Source: an optimization exercise on an open RTL-to-GDS flow (aim: a short achievable clock period and few clock cycles). Production flows keep margins and buffers that such runs may drop.
The RTL was checked by simulation tests, not by an equivalence proof against the original design.
No activity file was given, so power comes from the tool's default toggle rates.

`config.mk`:
```
export PLATFORM = sky130hd
export DESIGN_NAME = legv8_pipeline
export DESIGN_NICKNAME = legv8_pipeline
export VERILOG_FILES = /design/flow/design.v
export SDC_FILE = /design/flow/constraint.sdc
export NUM_CORES = 8
export LEC_CHECK = 0
export CAP_MARGIN = 20
export CORE_MARGIN = 2
export CORE_UTILIZATION = 50
export SETUP_SLACK_MARGIN = 3.7
export SLEW_MARGIN = 20
export SYNTH_HIERARCHICAL = 1
```
`design.v`:
```
package isa_pkg;
  typedef logic [31:0] word_t;     
  typedef logic [4:0]  reg_idx_t;
  typedef logic [10:0] opcode_t;   
  localparam opcode_t OP_ADD  = 11'b10001011000;
  localparam opcode_t OP_SUB  = 11'b11001011000;
  localparam opcode_t OP_AND  = 11'b10001010000;
  localparam opcode_t OP_ORR  = 11'b10101010000;
  localparam opcode_t OP_LDUR = 11'b11111000010;
  localparam opcode_t OP_STUR = 11'b11111000000;
  localparam int    NUM_REGS = 32;
  localparam word_t PC_STEP  = 32'd4;
  localparam int RD_LSB   = 0;    
  localparam int RN_LSB   = 5;
  localparam int RM_LSB   = 16;
  localparam int DT_LSB   = 12;   
  localparam int DT_WIDTH = 9;
  localparam int OP_MSB   = 31;
endpackage
package pipe_pkg;
  typedef struct packed {
    logic add;
    logic sub;
    logic land;
    logic lorr;
    logic ld;
    logic st;
  } cls_t;
endpackage
module decode_unit (
  input  logic [31:0] instr,
  output logic        is_add,
  output logic        is_sub,
  output logic        is_and,
  output logic        is_orr,
  output logic        is_ld,
  output logic        is_st,
  output logic        we,
  output logic [4:0]  rn,
  output logic [4:0]  rm,
  output logic [4:0]  rd,
  output logic [31:0] imm
);
  logic [10:0] op;
  assign op = instr[31:21];
  assign is_add = (op == isa_pkg::OP_ADD);
  assign is_sub = (op == isa_pkg::OP_SUB);
  assign is_and = (op == isa_pkg::OP_AND);
  assign is_orr = (op == isa_pkg::OP_ORR);
  assign is_ld  = (op == isa_pkg::OP_LDUR);
  assign is_st  = (op == isa_pkg::OP_STUR);
  assign we     = is_add | is_sub | is_and | is_orr | is_ld;
  assign rn  = instr[9:5];
  assign rm  = instr[20:16];
  assign rd  = instr[4:0];   
  assign imm = {{23{instr[20]}}, instr[20:12]};
endmodule
module reg_file (
  input  logic [31:0][31:0] regs,
  input  logic [4:0]        rd_idx,
  output logic [31:0]       rd_data
);
  assign rd_data = regs[rd_idx];
endmodule
module hazard_unit (
  input  logic [4:0] src,
  input  logic [4:0] a_rd,
  input  logic       a_we,
  input  logic [4:0] e_rd,
  input  logic       e_we,
  input  logic [4:0] w_rd,
  input  logic       w_we,
  output logic       hit_a,
  output logic       hit_e,
  output logic       hit_w
);
  assign hit_a = a_we && (a_rd == src);
  assign hit_e = !hit_a && e_we && (e_rd == src);
  assign hit_w = !hit_a && !hit_e && w_we && (w_rd == src);
endmodule
module g_inv   (input logic a, output logic y);          assign y = ~a;                  endmodule
module g_nand2 (input logic a, b, output logic y);       assign y = ~(a & b);            endmodule
module g_nor2  (input logic a, b, output logic y);       assign y = ~(a | b);            endmodule
module g_xor2  (input logic a, b, output logic y);       assign y = a ^ b;               endmodule
module g_aoi21 (input logic a1, a2, b, output logic y);  assign y = ~((a1 & a2) | b);    endmodule
module g_oai21 (input logic a1, a2, b, output logic y);  assign y = ~((a1 | a2) & b);    endmodule
module g_maj3n (input logic a, b, c, output logic y);    assign y = ~((a & b) | (c & (a | b))); endmodule
module g_maj3  (input logic a, b, c, output logic y);    assign y = (a & b) | (c & (a | b)); endmodule
module g_mux2  (input logic s, a1, a0, output logic y);  assign y = s ? a1 : a0;           endmodule
module ks_adder #(
  parameter int W      = 32,
  parameter bit HASCIN = 1'b1,
  parameter bit HASX   = 1'b0
) (
  input  logic [W-1:0] a,
  input  logic [W-1:0] b,
  input  logic         cin,
  input  logic         k,
  output logic [W-1:0] sum,
  output logic [W-1:0] sumx
);
  localparam int NL = (W > 16) ? 5 : (W > 8) ? 4 : (W > 4) ? 3 : (W > 2) ? 2 : 1;   
  logic [W-1:0] p;
  logic [W-1:0] gl [NL+1];   
  logic [W-1:0] tl [NL+1];   
  logic [W:0]   c;
  for (genvar i = 0; i < W; i++) begin : l0
    g_xor2 xp (.a (a[i]), .b (b[i]), .y (p[i]));
    if (i == 0 && HASCIN) begin : gc
      g_maj3n xg (.a (a[i]), .b (b[i]), .c (cin), .y (gl[0][i]));
    end else begin : gn
      g_nand2 xg (.a (a[i]), .b (b[i]), .y (gl[0][i]));
    end
    g_nor2 xt (.a (a[i]), .b (b[i]), .y (tl[0][i]));
  end
  for (genvar l = 1; l <= NL; l++) begin : lv
    localparam int D = 1 << (l - 1);
    for (genvar i = 0; i < W; i++) begin : bt
      if (i >= D) begin : cmb
        if (l % 2 == 1) begin : odd
          g_oai21 xg (.a1 (tl[l-1][i]), .a2 (gl[l-1][i-D]), .b (gl[l-1][i]), .y (gl[l][i]));
        end else begin : even
          g_aoi21 xg (.a1 (tl[l-1][i]), .a2 (gl[l-1][i-D]), .b (gl[l-1][i]), .y (gl[l][i]));
        end
      end else begin : pass
        g_inv xg (.a (gl[l-1][i]), .y (gl[l][i]));
      end
      if (i >= 2 * D) begin : tp
        if (l % 2 == 1) begin : odd
          g_nor2  xt (.a (tl[l-1][i]), .b (tl[l-1][i-D]), .y (tl[l][i]));
        end else begin : even
          g_nand2 xt (.a (tl[l-1][i]), .b (tl[l-1][i-D]), .y (tl[l][i]));
        end
      end else begin : tn
        assign tl[l][i] = 1'b0;
      end
    end
  end
  assign c[0] = HASCIN ? cin : 1'b0;
  for (genvar i = 0; i < W; i++) begin : cy
    if (NL % 2 == 1) begin : t
      assign c[i+1] = gl[NL][i];
    end else begin : n
      g_inv xc (.a (gl[NL][i]), .y (c[i+1]));
    end
  end
  for (genvar i = 0; i < W; i++) begin : sm
    if (i == 0 && !HASCIN) begin : s0
      assign sum[i] = p[i];
    end else begin : sn
      g_xor2 xs (.a (p[i]), .b (c[i]), .y (sum[i]));
    end
    if (HASX) begin : hx
      logic px;
      g_xor2 xk (.a (p[i]), .b (k), .y (px));
      if (i == 0 && !HASCIN) begin : s0
        assign sumx[i] = px;
      end else begin : sn
        g_xor2 xs (.a (px), .b (c[i]), .y (sumx[i]));
      end
    end else begin : nx
      assign sumx[i] = 1'b0;
    end
  end
endmodule
module csa32 (
  input  logic [31:0] a,
  input  logic [31:0] b,
  input  logic [31:0] c,
  output logic [31:0] s,
  output logic [31:0] cy
);
  for (genvar i = 0; i < 32; i++) begin : b_
    logic ab;
    g_xor2 x1 (.a (a[i]), .b (b[i]), .y (ab));
    g_xor2 x2 (.a (ab), .b (c[i]), .y (s[i]));
    g_maj3 mj (.a (a[i]), .b (b[i]), .c (c[i]), .y (cy[i]));
  end
endmodule
module legv8_pipeline (
  input  logic           CLOCK,
  input  logic           arst_n,
  output isa_pkg::word_t pc,
  input  isa_pkg::word_t instr,
  output isa_pkg::word_t mem_addr,
  output isa_pkg::word_t mem_wdata,
  output logic           mem_read,
  output logic           mem_write,
  input  isa_pkg::word_t mem_rdata
);
  logic [31:0][31:0] regs;   
  logic        a_arith, a_sub, a_and, a_ld, a_st, a_we;
  logic [4:0]  a_rd;
  logic [31:0] a_imm;
  logic [31:0] a_rv1, a_rv2;
  logic        a_f1e, a_f1w, a_f1x, a_f2e, a_f2w, a_f2x;
  logic        e_arith, e_sub, e_and, e_ld, e_we;
  logic [4:0]  e_rd;
  logic [31:0] e_opa, e_opb;
  logic [31:0] e_x3, e_y3;   
  logic        w_we;
  logic [4:0]  w_rd;
  logic [31:0] w_en;         
  logic [31:0] w_res;
  logic [31:0] x_res;
  logic        f_add, f_sub, f_and, f_orr, f_ld, f_st, f_we;
  logic [4:0]  f_rn, f_rm, f_rd;
  logic [31:0] f_imm;
  logic [31:0] f_rvn, f_rvm, f_rvt;
  logic        f_hna, f_hne, f_hnw, f_hma, f_hme, f_hmw, f_hta, f_hte, f_htw;
  always_ff @(posedge CLOCK) begin
    if (!arst_n) pc <= '0;
    else         pc <= pc + isa_pkg::PC_STEP;
  end
  decode_unit decode_unit_inst (
    .instr  (instr),
    .is_add (f_add),
    .is_sub (f_sub),
    .is_and (f_and),
    .is_orr (f_orr),
    .is_ld  (f_ld),
    .is_st  (f_st),
    .we     (f_we),
    .rn     (f_rn),
    .rm     (f_rm),
    .rd     (f_rd),
    .imm    (f_imm)
  );
  reg_file rf_n (.regs (regs), .rd_idx (f_rn), .rd_data (f_rvn));
  reg_file rf_m (.regs (regs), .rd_idx (f_rm), .rd_data (f_rvm));
  reg_file rf_t (.regs (regs), .rd_idx (f_rd), .rd_data (f_rvt));
  hazard_unit hz_n (
    .src (f_rn), .a_rd (a_rd), .a_we (a_we), .e_rd (e_rd), .e_we (e_we), .w_rd (w_rd), .w_we (w_we),
    .hit_a (f_hna), .hit_e (f_hne), .hit_w (f_hnw)
  );
  hazard_unit hz_m (
    .src (f_rm), .a_rd (a_rd), .a_we (a_we), .e_rd (e_rd), .e_we (e_we), .w_rd (w_rd), .w_we (w_we),
    .hit_a (f_hma), .hit_e (f_hme), .hit_w (f_hmw)
  );
  hazard_unit hz_t (
    .src (f_rd), .a_rd (a_rd), .a_we (a_we), .e_rd (e_rd), .e_we (e_we), .w_rd (w_rd), .w_we (w_we),
    .hit_a (f_hta), .hit_e (f_hte), .hit_w (f_htw)
  );
  always_ff @(posedge CLOCK or negedge arst_n) begin
    if (!arst_n) begin
      a_arith <= 1'b0;
      a_sub   <= 1'b0;
      a_and   <= 1'b0;
      a_ld    <= 1'b0;
      a_st    <= 1'b0;
      a_we    <= 1'b0;
      a_rd    <= '0;
      a_f1e   <= 1'b0;
      a_f1w   <= 1'b0;
      a_f1x   <= 1'b0;
      a_f2e   <= 1'b0;
      a_f2w   <= 1'b0;
      a_f2x   <= 1'b0;
    end else begin
      a_arith <= f_add | f_sub;
      a_sub   <= f_sub;
      a_and   <= f_and;
      a_ld    <= f_ld;
      a_st    <= f_st;
      a_we    <= f_we;
      a_rd    <= f_rd;
      a_f1e   <= f_hna;
      a_f1w   <= f_hne;
      a_f1x   <= f_hnw;
      a_f2e   <= f_st ? f_hta : f_hma;
      a_f2w   <= f_st ? f_hte : f_hme;
      a_f2x   <= f_st ? f_htw : f_hmw;
    end
  end
  always_ff @(posedge CLOCK) begin
    a_imm <= f_imm;
    a_rv1 <= f_rvn;
    a_rv2 <= f_st ? f_rvt : f_rvm;
  end
  logic [31:0] sum, sumx;    
  logic [31:0] logic_res;
  logic [31:0] e_other;      
  ks_adder #(.W (32), .HASCIN (1'b1), .HASX (1'b1)) alu_add (
    .a (e_opa), .b (e_opb), .cin (e_sub), .k (a_sub), .sum (sum), .sumx (sumx)
  );
  assign logic_res = e_and ? (e_opa & e_opb) : (e_opa | e_opb);
  assign e_other   = e_ld ? mem_rdata : logic_res;
  logic        s1_sum, s2_sum;
  logic [31:0] v1_o, v2_o;   
  logic [31:0] v2_ox;        
  logic [31:0] v1, v2, opb_n;
  logic [31:0] x3_1, x3_0, y3_o;
  logic [31:0] x3_n, y3_n;
  assign s1_sum = a_f1e & e_arith;
  assign s2_sum = a_f2e & e_arith;
  always_comb begin
    if (a_f1e)      v1_o = e_other;
    else if (a_f1w) v1_o = w_res;
    else if (a_f1x) v1_o = x_res;
    else            v1_o = a_rv1;
    if (a_f2e)      v2_o = e_other;
    else if (a_f2w) v2_o = w_res;
    else if (a_f2x) v2_o = x_res;
    else            v2_o = a_rv2;
  end
  assign v2_ox = v2_o ^ {32{a_sub}};
  function automatic logic [31:0] x3_of(logic [31:0] a, logic [31:0] b, logic arith, logic land);
    x3_of = arith ? a : (land ? (a & b) : (a | b));
  endfunction
  assign x3_1 = x3_of(s1_sum ? '1 : v1_o, s2_sum ? '1 : v2_o, a_arith, a_and);
  assign x3_0 = x3_of(s1_sum ? '0 : v1_o, s2_sum ? '0 : v2_o, a_arith, a_and);
  assign y3_o = a_arith ? v2_ox : '0;
  for (genvar i = 0; i < 32; i++) begin : fw
    g_mux2 m_v1 (.s (s1_sum), .a1 (sum[i]), .a0 (v1_o[i]), .y (v1[i]));
    g_mux2 m_v2 (.s (s2_sum), .a1 (sum[i]), .a0 (v2_o[i]), .y (v2[i]));
    g_mux2 m_ob (.s (s2_sum), .a1 (sumx[i]), .a0 (v2_ox[i]), .y (opb_n[i]));
    g_mux2 m_x3 (.s (sum[i]), .a1 (x3_1[i]), .a0 (x3_0[i]), .y (x3_n[i]));
    g_mux2 m_y3 (.s (s2_sum & a_arith), .a1 (sumx[i]), .a0 (y3_o[i]), .y (y3_n[i]));
  end
  logic [31:0] cs_s, cs_c;
  logic [31:0] base_old;
  logic [31:0] addr_alu, addr_ld, addr_old, addr_ao, a_addr;
  logic [31:0] unused_x1, unused_x2, unused_x3;
  logic        sel_ld;
  csa32 csa_inst (.a (e_x3), .b (e_y3), .c (a_imm), .s (cs_s), .cy (cs_c));
  ks_adder #(.W (32), .HASCIN (1'b0), .HASX (1'b0)) add_alu (
    .a (cs_s), .b ({cs_c[30:0], e_sub}), .cin (1'b0), .k (1'b0), .sum (addr_alu), .sumx (unused_x1)
  );
  ks_adder #(.W (32), .HASCIN (1'b0), .HASX (1'b0)) add_ld (
    .a (mem_rdata), .b (a_imm), .cin (1'b0), .k (1'b0), .sum (addr_ld), .sumx (unused_x2)
  );
  always_comb begin
    if (a_f1w)      base_old = w_res;
    else if (a_f1x) base_old = x_res;
    else            base_old = a_rv1;
  end
  ks_adder #(.W (32), .HASCIN (1'b0), .HASX (1'b0)) add_old (
    .a (base_old), .b (a_imm), .cin (1'b0), .k (1'b0), .sum (addr_old), .sumx (unused_x3)
  );
  assign sel_ld = a_f1e & e_ld;
  for (genvar i = 0; i < 32; i++) begin : am
    g_mux2 m_ao (.s (a_f1e), .a1 (addr_alu[i]), .a0 (addr_old[i]), .y (addr_ao[i]));
    g_mux2 m_al (.s (sel_ld), .a1 (addr_ld[i]), .a0 (addr_ao[i]), .y (a_addr[i]));
  end
  always_ff @(posedge CLOCK or negedge arst_n) begin
    if (!arst_n) begin
      e_arith <= 1'b0;
      e_sub   <= 1'b0;
      e_and   <= 1'b0;
      e_ld    <= 1'b0;
      e_we    <= 1'b0;
      e_rd    <= '0;
    end else begin
      e_arith <= a_arith;
      e_sub   <= a_sub;
      e_and   <= a_and;
      e_ld    <= a_ld;
      e_we    <= a_we;
      e_rd    <= a_rd;
    end
  end
  always_ff @(posedge CLOCK) begin
    mem_read  <= a_ld;
    mem_write <= a_st;
  end
  always_ff @(posedge CLOCK) begin
    e_opa     <= v1;
    e_opb     <= opb_n;
    e_x3      <= x3_n;
    e_y3      <= y3_n;
    mem_addr  <= a_addr;
    mem_wdata <= v2;
  end
  logic [31:0] w_res_n;
  for (genvar i = 0; i < 32; i++) begin : wm
    g_mux2 m_w (.s (e_arith), .a1 (sum[i]), .a0 (e_other[i]), .y (w_res_n[i]));
  end
  always_ff @(posedge CLOCK or negedge arst_n) begin
    if (!arst_n) begin
      w_we <= 1'b0;
      w_rd <= '0;
      w_en <= '0;
    end else begin
      w_we <= e_we;
      w_rd <= e_rd;
      for (int i = 0; i < 32; i++) begin
        w_en[i] <= e_we && (e_rd == 5'(i));
      end
    end
  end
  always_ff @(posedge CLOCK) begin
    w_res <= w_res_n;
    x_res <= w_res;
  end
  always_ff @(posedge CLOCK or negedge arst_n) begin
    if (!arst_n) begin
      for (int i = 0; i < 32; i++) begin
        regs[i] <= 32'(i);   
      end
    end else begin
      for (int i = 0; i < 32; i++) begin
        if (w_en[i]) regs[i] <= w_res;
      end
    end
  end
endmodule
```
`run.sh`:
```
#!/bin/bash
# synth_recipe.tcl (not shown) runs the flow's synth.tcl, then flattens the netlist and writes it again
# the make line also repeats each setting of config.mk as NAME=value (left out here)
make -C /OpenROAD-flow-scripts/flow DESIGN_CONFIG=/design/flow/config.mk WORK_HOME=/design/flow/orfs CLKGATE_MAP_FILE= SYNTH_SCRIPT=/design/flow/synth_recipe.tcl finish
```
`constraint.sdc`:
```
create_clock -name core_clock -period 6.0 [get_ports {CLOCK}]
set_input_delay 1.2000 -clock core_clock [delete_from_list [all_inputs] [get_ports {CLOCK}]]
set_output_delay 1.2000 -clock core_clock [all_outputs]
set_load 0.01 [all_outputs]
```
==> run notes <==
-- placed cells by master (no fill, tap or decap), types with 74 or more instances in the layout --
master	n
dfstp_2	80
nor2_2	83
nand3_1	310
a22o_1	192
buf_12	94
nor2_4	78
inv_1	135
mux2_4	270
dfxtp_1	267
o21ai_4	74
nor3_1	99
a21oi_2	213
a31oi_1	97
clkbuf_16	189
mux2i_1	1581
xor2_1	379
buf_4	298
dfxtp_2	98
nand2_1	610
a22oi_1	289
nor2_1	245
o21ai_1	180
buf_6	94
mux2_2	1048
o22ai_1	86
a21oi_1	381
and2_1	82
dfrtp_1	967
-- metrics by stage --
step	instances	hold WS, ns	cell area [µm²]	setup slack, ns	total power, µW
finish	12100	0.310	112000	2.75	30100
global route	12100	0.307	112000	2.74	31000
CTS	12000	0.306	110000	2.82	29700
detailed placement	11500	0.332	100000	1.48	17800
global placement	11500	0.327	100000	1.53	17800
floorplan	9335	0.324	97500	3.04	15300
-- where the power goes --
group	total [µW]	switching [µW]	internal [µW]	leakage [µW]
clock	11300	4570	6750	0.00298
sequential	10800	442	10300	0.0181
combinational	7960	5040	2930	0.0307
total	30100	10100	20000	0.0517
-- how the worst max path moves through the flow --
stage | endpoint | from | cells past startpoint
2_1_floorplan | e_opb[0] | e_arith | 4
3_3_place_gp | a_rv2[21] | instr[18] | 8
3_5_place_dp | a_rv2[21] | instr[18] | 8
4_1_cts | mem_addr[21] | a_f1x | 13
5_1_grt | mem_addr[26] | a_f1x | 13
6_report | mem_addr[26] | a_f1x | 13
-- timing repair --
item | in CTS | in global routing
cloned | 16 | 13
endpoints found under the setup margin | 381 | 275
gates resized for setup | 1042 | 293
pin swaps | 86 | 82
setup buffers | 156 | 46
-- flip-flops by register name (all words and copies together), names as in the netlist, 30 cells and up --
name / flops
a_imm: 32
a_rv1: 32
a_rv2: 32
e_opa: 32
e_opb: 32
e_x3: 32
e_y3: 32
mem_addr: 32
mem_wdata: 32
pc: 30
regs: 1024
w_en: 32
w_res: 32
x_res: 32
-- layout make-up --
class	instances	area, µm²
fill	15900	78000
multi-input combinational	6948	59900
sequential	1473	35300
timing repair buffer	631	7310
clock buffer	255	5090
tap	2511	3140
clock inverter	69	985
inverter	162	633
antenna	11	27.5
-- layer usage --
metal / wire (µm) / global-route usage, % / vias to the layer above
met3: 30500 / 7.44 / 1284
met2: 174000 / 59.7 / 3857
met1: 150000 / 46.2 / 39500
li1: - / - / 33900
met5: 36 / 0 / -
met4: 31400 / 26.6 / 2
-- critical path, delay by kind of cell, from the launching register on --
family	cells	cell delay [ns]
flops	1	0.50
buf+inv	2	0.32
mux	3	0.78
simple gates	3	0.46
xor+xnor	1	0.12
compound gates	4	0.94
==> out/results.ini <==
[outcome]
status = finished clean

[power_and_ir_drop]
p_leak_uw = 0.0517
peakVddDrop_mv = 0.273
p_per_area_nw_per_um2 = 268

[setup_path]
worstReg2RegStart = a_f1x
critPathSlowestCell = dfrtp_4
cp_max_fo = 8
cp.required_ns = 6.75
crit_arrival_ns = 4.01
r2r_slack_ns = 2.75
slowest_delay_ns = 0.50
cpMostUsedCell = o21ai_4
reg2reg_to = mem_addr[26]
reg2reg_depth = 13
critPathKind = reg2reg
critPathLaunchType = flop
end_kind = flop
path_cells = buf_8 > buf_16 > mux2i_4 > o21ai_4 > nor2_4 > nor2_4 > nand2_4 > o21ai_4 > a21oi_4 > o21ai_4 > xor2_1 > mux2_4 > mux2_4

[sta]
fin_skew_ns = 0.0243
finalSetupViolCount = 0
finalMaxSlewViolations = 0
max_freq_ghz = 0.307
tightest_slew_ns = 1.22
slew_headroom_pct = 18.6
fin_tns_setup_ns = 0
fin_crit_sh_pct = 54.2
rsz0062_at_grt = yes
period_needed_ns = 3.25
final-hold-violation-count = 0

[floorplan]
io-pin-count = 164
core-area_um2 = 190000
die_h_um = 442
die_w_um = 442
fp-row-count = 160
initial_core_util_pct = 50.4
die_area_um2 = 195000

[detailed_routing]
wl_mm = 385
vias = 78500
ant_nets = 0
drc_errors = 0
drtIter0Drc = 7841
detail_route.vias_per_cell = 6.51
detailedRoute.firstPassIterationCount = 6
wire_per_inst_um = 31.9

[clocking]
cts.path.max_buffers = 3
cts.sinks = 1473
cts_tree = done
h-tree-depth = 4
clkTransAtPathRegs_ns = 0.07
cts_buffers = 173
cts_hold_buf = 0
clkLatencyLatePin_ns = 0.87
cts-root-buf = clkbuf_16

[grt]
grt_usage_pct = 37.7
antenna_found_initial = 16
grt_pass1_vias = 77000
grt_max_degree = 175
grt_overflow = 0
grt_pass1_wl_mm = 543

[layout]
drive_gt1_share_pct = 34.0
final_util_pct = 59.0
layout.nets = 9456
area_growth_pct = 17.1

[placed_design]
place_hpwl_mm = 228
portBuffers = 159
gp_congestion = 1.02

[synth]
netlist_instances = 9334
yosys_warnings = 15
synth_area_um2 = 95900
avgSynthCellArea_um2 = 10.3

[flow_run]
cap_violations = 0

[worst_hold_path]
worstHoldPathType = in2async

Testbench counts, summed over its fixed seeds: cycles 12,192.

[separate check: timing with driven ports]
The flow's constraints put no driver on any port. The routed layout listed below was extracted and timed again, unchanged, in two steps.
Step 1, drivers: a clkbuf_16 drives CLOCK and a buf_2 each remaining input, both assumed.
Step 2 adds t to the input delays and takes it off the output delays; t is the mean of the earliest and latest rising clock arrival at the registers after step 1. Input paths then give back, and output paths get back, about the clock's delay inside the block.
Three values: ideal, step 1, step 2; two values: the first two.
t (ns): 0.936
setup WS [ns]: 2.748 / 2.748 / 1.913
hold slack, ns: 0.310 / 0.278 / 0.346
worst setup path after step 2: input to register
pins driven straight from the clock port: 1
After both steps setup and hold are still met in this run. The setup slack of this run moves by 0.000 ns with the drivers and by -0.835 ns with both steps.
